This is an optimization exercise on Yosys and OpenROAD, whose aim is small area, a short achievable clock period and few clock cycles per item, not a production implementation. Function was checked by simulation only, so behaviour that the tests miss may differ from the original. Power and IR drop assume default switching activity.

==> flow/design.v (outline; a module is shown in full before it is edited, if it fits) <==
// module alu_pre: 35 lines
// module alu_stage1: 1068 lines
// module alu_stage2: 276 lines
// module pipelined_alu: 127 lines
module pipelined_alu (
  input  logic        clk,
  input  logic        rst,
  input  logic        in_valid,
  output logic        in_ready,
  input  logic [3:0]  op,
  input  logic [31:0] a,
  input  logic [31:0] b,
  output logic        out_valid,
  input  logic        out_ready,
  output logic [31:0] res,
  output logic [3:0]  flags,
  output logic [15:0] illegal_cnt
);
  // ...
==> flow/run.sh <==
#!/bin/bash
# synth_recipe.tcl (not shown) runs the flow's synth.tcl, then flattens the netlist and writes it again
# the make line also repeats each setting of config.mk as NAME=value (left out here)
make -C /OpenROAD-flow-scripts/flow DESIGN_CONFIG=/design/flow/config.mk WORK_HOME=/design/flow/orfs CLKGATE_MAP_FILE= SYNTH_SCRIPT=/design/flow/synth_recipe.tcl finish
==> flow/config.mk <==
export PLATFORM = sky130hd
export DESIGN_NAME = pipelined_alu
export DESIGN_NICKNAME = pipelined_alu
export VERILOG_FILES = /design/flow/design.v
export SDC_FILE = /design/flow/constraint.sdc
export NUM_CORES = 4
export LEC_CHECK = 0
export CAP_MARGIN = 20
export CORE_MARGIN = 2
export CORE_UTILIZATION = 40
export SETUP_SLACK_MARGIN = 5
export SLEW_MARGIN = 20
==> flow/constraint.sdc <==
create_clock -name core_clock -period 9.0 [get_ports {clk}]
set_input_delay 1.8000 -clock core_clock [delete_from_list [all_inputs] [get_ports {clk}]]
set_output_delay 1.8000 -clock core_clock [all_outputs]
set_load 0.01 [all_outputs]
==> run_results.csv, run 1 <==
group,metric,value,unit
finish,dominant_cells,"multi-input combinational cells",
timing,fmax,0.2467,GHz
finish,regMostFlops,"cut1",
yosys,yosys-top-cells-count,"256 x a22oi_1, 241 x inv_1, 240 x edfxtp_1",
clock_tree,clk_pin_slew,0.06,ns
route,drt-initial-drc-count,1888,
clock_tree,postCtsSetupBuffers,4,
route,top_layer,"met5",
flow_run,maxCapViolations,0,
timing,period_minus_slack,4.054,ns
placement,post_dp_cell_area,26110,um^2
critical_path,critPathArrivalTime,2.25,ns
global_route,grt_antenna_before_repair,2,
floorplan,die_x,250.2,um
finish,nonClkBufAreaFrac,0.07811,
floorplan,io_pins,126,
placement,port_buffers,125,
power,p_total,0.01002,W
yosys,syn-instance-count,2289,
power,p_seq_frac,0.230,
critical_path,crit_path_top_delay_cell,"or2_4",
power,p_clk_frac,0.114,
finish,instances_no_fill,3140,
critical_path,cp.depth,3,
yosys,synth.area.mux_share,0.06242,
global_route,grt_pass1_vias,18280,
finish,final_common_cell,"a22oi_1",
finish,nNonClkBuffers,215,
clock_tree,clk_latency,0.60,ns
critical_path,critPathBufInv,2,
yosys,yosysTopAreaCellShare,0.2972,
outcome,status,"finished clean",
Testbench counts, summed over its fixed seeds: cycles 16,024, items 16,000.
==> run 2, diff against run 1 <==
--- a/flow/config.mk
+++ b/flow/config.mk
@@ -10,2 +10,4 @@
 export CORE_UTILIZATION = 40
+export CTS_CLUSTER_DIAMETER = 80
+export CTS_CLUSTER_SIZE = 25
 export SETUP_SLACK_MARGIN = 5
==> run_results.csv, run 2 <==
group,metric,value,unit
outcome,status,"finished clean",
clock_tree,clk_latency,0.56,ns
timing,setup_tns,0,ns
power,powerDensity,358.2,nW/um^2
yosys,avgSynthCellArea,10.60,um^2
critical_path,start_kind,"input port",
global_route,grt_pass1_wl,109.6,mm
power,p_seq_frac,0.235,
yosys,synth_edf_count,240,
power,p_switching,0.004548,W
timing,tightest_slew,0.9875,ns
finish,drive_gt1_frac,0.1206,
power,p_leak,10.72,nW
floorplan,start_util,0.4033,
yosys,yosys.area.top_type,"edfxtp_1",
clock_tree,cts_tree,"yes",
timing,hold_viol,0,
yosys,synth_cell_types,67,
route,firstDrtPassIters,7,
timing,slew_viol_final,0,
yosys,synthFlopType,"edfxtp_1",
finish,regMostFlops,"cut1",
route,drc,0,
power,p_comb_frac,0.667,
yosys,yosys_warnings,3,
power,swShare,0.4635,
timing,slew_headroom,0.3417,
yosys,async_flop_share,0.07576,
critical_path,critPathArrivalTime,2.23,ns
finish,largest_reg_flops,96,
clock_tree,clk_pin_slew,0.09,ns
flow_run,maxCapViolations,0,
placement,place_congestion,0.9091,
power,ir_drop,0.2294,mV
route,routed_wl,72.98,mm
power,p_clk_frac,0.099,
yosys,ys_ff_latch,264,
finish,mostFrequentLayoutCells,"256 x a22oi_1, 241 x inv_1, 240 x edfxtp_1, 202 x xnor2_1, 191 x fa_1",
placement,dp_hpwl,51.13,mm
route,drt-initial-drc-count,1936,
critical_path,cp.required,7.20,ns
yosys,syn-num-nets,2646,
finish,final_common_cell,"a22oi_1",
global_route,grt_pass1_vias,18150,
clock_tree,cts-root-buf,"clkbuf_16",
finish,fin_nets,2683,
yosys,netlist_top_cells_area,"edfxtp_1 30%, fa_1 16%, a22oi_1 7.9%",
floorplan,io_pins,126,
route,ant_nets,0,
min_path,hp-class,"reg2reg",
yosys,synth_most_common_cell,"a22oi_1",
finish,fillers,5664,
floorplan,die_x,250.2,um
route,via_count,18010,
clock_tree,cts_max_path_buffers,3,
route,top_layer,"met5",
yosys,yosysTopAreaCellShare,0.2972,
critical_path,critPathKind,"in2out",
clock_tree,ctsHtreeMaxLevel,1,
power,internal_power,0.005263,W
timing,fin_skew,0.02946,ns
timing,rsz0062_at_grt,"yes",
clock_tree,numCtsBuffers,19,
placement,port_buffers,125,
route,wl_per_cell,23.39,um
yosys,synth_area,24250,um^2
global_route,grt_max_degree,78,
critical_path,end_kind,"output pin",
timing,finalCritPeriodShare,0.4475,
yosys,yosysSeqAreaShare,0.3211,
floorplan,rows,90,
floorplan,core_area,60130,um^2
global_route,grt_antenna_before_repair,1,
global_route,track_usage,0.2263,
critical_path,critPathMaxFanout,2,
route,viasPerCell,5.774,
route,m1WireLength,28.89,mm
global_route,grt_overflow,0,
timing,finalSetupViolations,0,
finish,post-route-util,0.4554,
floorplan,die_y,250.2,um
finish,syn2layout_area_growth,12.92,%
route,wl_met3,6.690,mm
power,p_total,0.009811,W
clock_tree,cts_hold_buffers,0,
timing,hold_slack,0.4475,ns
placement,place_inst,3044,
timing,fmax,0.2483,GHz
floorplan,die_area,62620,um^2
clock_tree,clock_sinks,264,
finish,instances_no_fill,3120,
finish,antenna_cells,0,
route,wl_met2,34.26,mm
yosys,syn-instance-count,2289,
yosys,yosys-top-cells-count,"256 x a22oi_1, 241 x inv_1, 240 x edfxtp_1",
timing,period_minus_slack,4.028,ns
run 2: layout make-up:
cell class / count / area (um^2) / share of cell area
Multi-Input combinational cell: 1587 / 14900 / 0.5441
Sequential cell: 264 / 7794 / 0.2846
Timing Repair Buffer: 213 / 2121 / 0.07744
Tap cell: 782 / 978.4 / 0.03573
Inverter: 241 / 904.6 / 0.03303
Clock buffer: 19 / 475.5 / 0.01736
Clock inverter: 14 / 211.5 / 0.007721
run 2: worst paths after layout:
kind	end	slack [ns]	startpoint	cells past startpoint
max in group asynchronous	cnt[8]	6.86	rst	2
hold / removal	fl2[2]	0.45	legal1	0
min in group asynchronous	cnt[10]	1.66	rst	2
hold reg to reg	fl2[2]	0.45	legal1	0
setup reg to reg	cut1[89]	5.11	a0[18]	9
setup / recovery	in_ready	4.97	out_ready	3
run 2: through the flow:
step	setup slack, ns	area (um^2)
2_1_floorplan	5.009	24290
3_3_place_gp	4.178	26110
3_5_place_dp	4.200	26110
4_1_cts	4.730	26960
5_1_grt	4.962	27390
6_report	4.972	27390
run 2: power groups by stage:
stage               Sequential [W]  Clock [W]  Combinational, W
floorplan                  0.00216          0           0.00461
global placement           0.00235          0           0.00639
detailed placement         0.00235          0           0.00648
CTS                        0.00232   0.000988           0.00654
global route               0.00234    0.00103           0.00733
finish                     0.00230   0.000968           0.00654
run 2: cell families (layout without fill, tap and decap cells):
logic type	count (synthesis)	after routing	synth area share
xor+xnor	383	383	0.1386
compound gates	480	480	0.1365
flops	264	264	0.3211
fa+ha+maj	285	285	0.2061
simple gates	335	335	0.06670
buf+inv	438	487	0.06846
mux	104	104	0.06242
run 2: critical path, cell delays in order:
cell and delay (ns):
buf_6 0.09, or2_4 0.22, buf_6 0.12
run 2: layer usage:
| layer | GRT usage | vias to the layer above |
|---|---|---|
| li1 | - | 7982 |
| met1 | 0.2977 | 8913 |
| met2 | 0.3653 | 951 |
| met3 | 0.04645 | 166 |
| met4 | 0.09239 | 2 |
| met5 | 0 | - |
run 2: what timing repair did:
| item | 4_1_cts | 5_1_grt |
|---|---|---|
| pin swaps | 2 | 4 |
| resized for setup | 21 | 28 |
| setup buffers | 10 | 30 |
| setup endpoints to repair | 65 | 14 |
| cloned | 0 | 3 |
| endpoints found under the hold margin | 0 | 0 |
==> run 3, diff against run 2 <==
==> flow/flow/run.sh (new file) <==
#!/bin/bash
set -euo pipefail
cd "$(dirname "$0")/.."
bash standard.sh synth > synth.log 2>&1
bash standard.sh "BUFFER_PORTS_ARGS=-buffer_cell sky130_fd_sc_hd__buf_2" finish > layout.log 2>&1
==> flow/standard.sh (new file) <==
#!/bin/bash
# synth_recipe.tcl (not shown) runs the flow's synth.tcl, then flattens the netlist and writes it again
# the make line also repeats each setting of config.mk as NAME=value (left out here)
make -C /OpenROAD-flow-scripts/flow DESIGN_CONFIG=/design/flow/config.mk WORK_HOME=/design/flow/orfs CLKGATE_MAP_FILE= SYNTH_SCRIPT=/design/flow/synth_recipe.tcl "${@:-finish}"
--- a/flow/config.mk
+++ b/flow/config.mk
@@ -10,4 +10,2 @@
 export CORE_UTILIZATION = 40
-export CTS_CLUSTER_DIAMETER = 80
-export CTS_CLUSTER_SIZE = 25
 export SETUP_SLACK_MARGIN = 5
removed: flow/run.sh
==> run_results.csv, run 3 <==
group,metric,value,unit
critical_path,max_stage_delay,0.22,ns
finish,instances_no_fill,3135,
clock_tree,cts_hold_buffers,0,
critical_path,critPathMaxFanout,2,
clock_tree,cts_tree,"yes",
global_route,grt_pass1_vias,18230,
critical_path,path_cells,"buf_6, or2_4, buf_6",
finish,fin_nets,2686,
power,p_leak,10.86,nW
global_route,grt_max_degree,85,
finish,post-route-util,0.4485,
clock_tree,ctsHtreeMaxLevel,1,
placement,post_dp_cell_area,25500,um^2
critical_path,cp_top_family,"simple AND/OR/NAND/NOR gates",
route,drc,0,
critical_path,critPathBufInv,2,
yosys,yosys_warnings,3,
critical_path,crit_path_top_delay_cell,"or2_4",
global_route,grt_pass1_wl,112.0,mm
critical_path,cp.required,7.20,ns
finish,antenna_cells,0,
power,powerDensity,368.0,nW/um^2
finish,largest_reg_flops,96,
power,ir_drop,0.3131,mV
clock_tree,numCtsBuffers,31,
yosys,synth_area,24250,um^2
timing,finalSetupViolations,0,
timing,rsz0062_at_grt,"yes",
yosys,netlist_top_cells_area,"edfxtp_1 30%, fa_1 16%, a22oi_1 7.9%",
clock_tree,cts_max_path_buffers,3,
finish,regMostFlops,"cut1",
yosys,yosysTopAreaCellShare,0.2972,
clock_tree,clk_latency,0.59,ns
critical_path,end_kind,"output pin",
floorplan,rows,90,
timing,setup_tns,0,ns
timing,slew_headroom,0.3595,
clock_tree,cts-root-buf,"clkbuf_16",
route,wl_per_cell,23.77,um
global_route,grt_overflow,0,
timing,hold_viol,0,
flow_run,maxCapViolations,0,
yosys,yosys.area.top_type,"edfxtp_1",
route,drt-initial-drc-count,2080,
min_path,hp-class,"reg2reg",
placement,dp_hpwl,52.38,mm
floorplan,start_util,0.4033,
global_route,track_usage,0.2324,
min_path,whs_path_depth,0,
route,via_count,18250,
yosys,yosys-top-cells-count,"256 x a22oi_1, 241 x inv_1, 240 x edfxtp_1",
critical_path,reg2reg_to,"res2[30]",
floorplan,die_x,250.2,um
timing,period_minus_slack,4.026,ns
placement,place_congestion,0.9150,
critical_path,critPathArrivalTime,2.23,ns
timing,fin_skew,0.02465,ns
yosys,ys_ff_latch,264,
critical_path,start_kind,"input port",
floorplan,die_y,250.2,um
placement,port_buffers,125,
route,routed_wl,74.53,mm
finish,syn2layout_area_growth,11.21,%
critical_path,r2r_setup_slack,5.04,ns
yosys,syn-instance-count,2289,
timing,tightest_slew,0.9607,ns
yosys,yosysSeqAreaShare,0.3211,
yosys,synthFlopType,"edfxtp_1",
clock_tree,clock_sinks,264,
min_path,hold_end,"fl2[2]",
yosys,synth_edf_count,240,
finish,final_common_cell,"a22oi_1",
outcome,status,"finished clean",
timing,slew_viol_final,0,
power,p_total,0.009925,W
global_route,grt_antenna_before_repair,2,
critical_path,critPathKind,"in2out",
clock_tree,clk_pin_slew,0.07,ns
floorplan,io_pins,126,
yosys,async_flop_share,0.07576,
yosys,avgSynthCellArea,10.60,um^2
yosys,syn-num-nets,2646,
timing,finalCritPeriodShare,0.4473,
critical_path,reg2reg_from,"cut1[68]",
placement,place_inst,3045,
floorplan,core_area,60130,um^2
finish,design_area,26970,um^2
route,ant_nets,0,
critical_path,r2r_cells,12,
finish,drive_gt1_frac,0.1738,
floorplan,die_area,62620,um^2
critical_path,cpMostUsedCell,"buf_6",
route,viasPerCell,5.823,
yosys,synth_most_common_cell,"a22oi_1",
route,firstDrtPassIters,6,
finish,mostFrequentLayoutCells,"256 x a22oi_1, 240 x edfxtp_1, 239 x inv_1, 203 x xnor2_1, 191 x fa_1",
min_path,hp-start,"legal1",
timing,fmax,0.2484,GHz
yosys,synth_cell_types,67,
[run 3: per-layer routing]
metal  vias up  track usage  part of all wire
li1       8002            -                 -
met1      8967       0.3082              0.40
met2      1076       0.3732              0.46
met3       207      0.04250             0.094
met4         2       0.1009             0.045
met5         -            0           0.00017
[run 3: cells by family after synthesis]
family | share of synthesized area
mux | 0.06242
buf+inv | 0.06846
xor+xnor | 0.1386
simple gates | 0.06670
compound gates | 0.1365
flops | 0.3211
fa+ha+maj | 0.2061
[run 3: power by group]
part / leakage [nW] / internal [W] / switching [W] / total [W]
clock: 0.493 / 0.000703 / 0.000554 / 0.00126
combinational: 7.56 / 0.00263 / 0.00373 / 0.00637
sequential: 2.81 / 0.00201 / 0.000295 / 0.00230
total: 10.9 / 0.00534 / 0.00458 / 0.00992
[run 3: what timing repair did]
action | 4_1_cts | 5_1_grt
gates resized for setup | 15 | 17
buffers inserted | 3 | 29
endpoints found under the setup margin | 68 | 14
pin swaps | 1 | 1
cloned | 0 | 1
[run 3: area by class of cell]
type | instances | area, um^2
Inverter | 241 | 904.6
Sequential cell | 264 | 7792
Tap cell | 782 | 978.4
Multi-Input combinational cell | 1587 | 14860
Clock buffer | 37 | 839.6
Timing Repair Buffer | 204 | 1430
Clock inverter | 20 | 167.7
Fill cell | 5699 | 33160
[run 3: worst max-delay path by stage]
stage / start / depth (start not counted) / slack (ns) / end
floorplan: is_mul0 / 15 / 5.01 / cut1[94]
global placement: is_mul0 / 11 / 4.73 / cut1[84]
detailed placement: is_mul0 / 11 / 4.65 / cut1[31]
CTS: out_ready / 3 / 4.97 / in_ready
global route: out_ready / 3 / 4.97 / in_ready
finish: out_ready / 3 / 4.97 / in_ready
[run 3: per-stage QoR]
stage / hold WS [ns] / setup slack, ns
3_5_place_dp: 0.4190 / 4.655
3_3_place_gp: 0.4137 / 4.727
5_1_grt: 0.4392 / 4.965
4_1_cts: 0.4324 / 4.973
2_1_floorplan: 0.4003 / 5.009
6_report: 0.4248 / 4.974

-- separate check: timing with driven ports --
In the flow no input, the clock included, has a driving cell. The finished layouts below were timed again as built, in two steps. Step 1 sets driving cells, clkbuf_16 on the clock port and buf_2 on the other inputs (assumed; they add their load-dependent delay and slew). Step 2 also shifts input and output timing later by t, the mid clock arrival at the registers, as if the neighbouring blocks saw the same clock. Slacks: no drivers / after step 1 / after step 2; pairs: no drivers / after step 1.
run	shift t [ns]	slack for setup (ns)	clock arrival spread, ns	worst data-port slew with drivers (ns)	pins driven straight from the clock port
run 1	0.654	4.946 / 4.924 / 4.729	0.011 / 0.010	0.05	1
run 2	0.605	4.972 / 4.940 / 4.742	0.031 / 0.030	0.05	1
run 3	0.643	4.974 / 4.942 / 4.838	0.027 / 0.027	0.04	1
After both steps setup and hold are still met in every run listed. For run 2, which loses most, drivers alone change the setup slack by -0.032 ns; drivers and shift together by -0.230 ns.
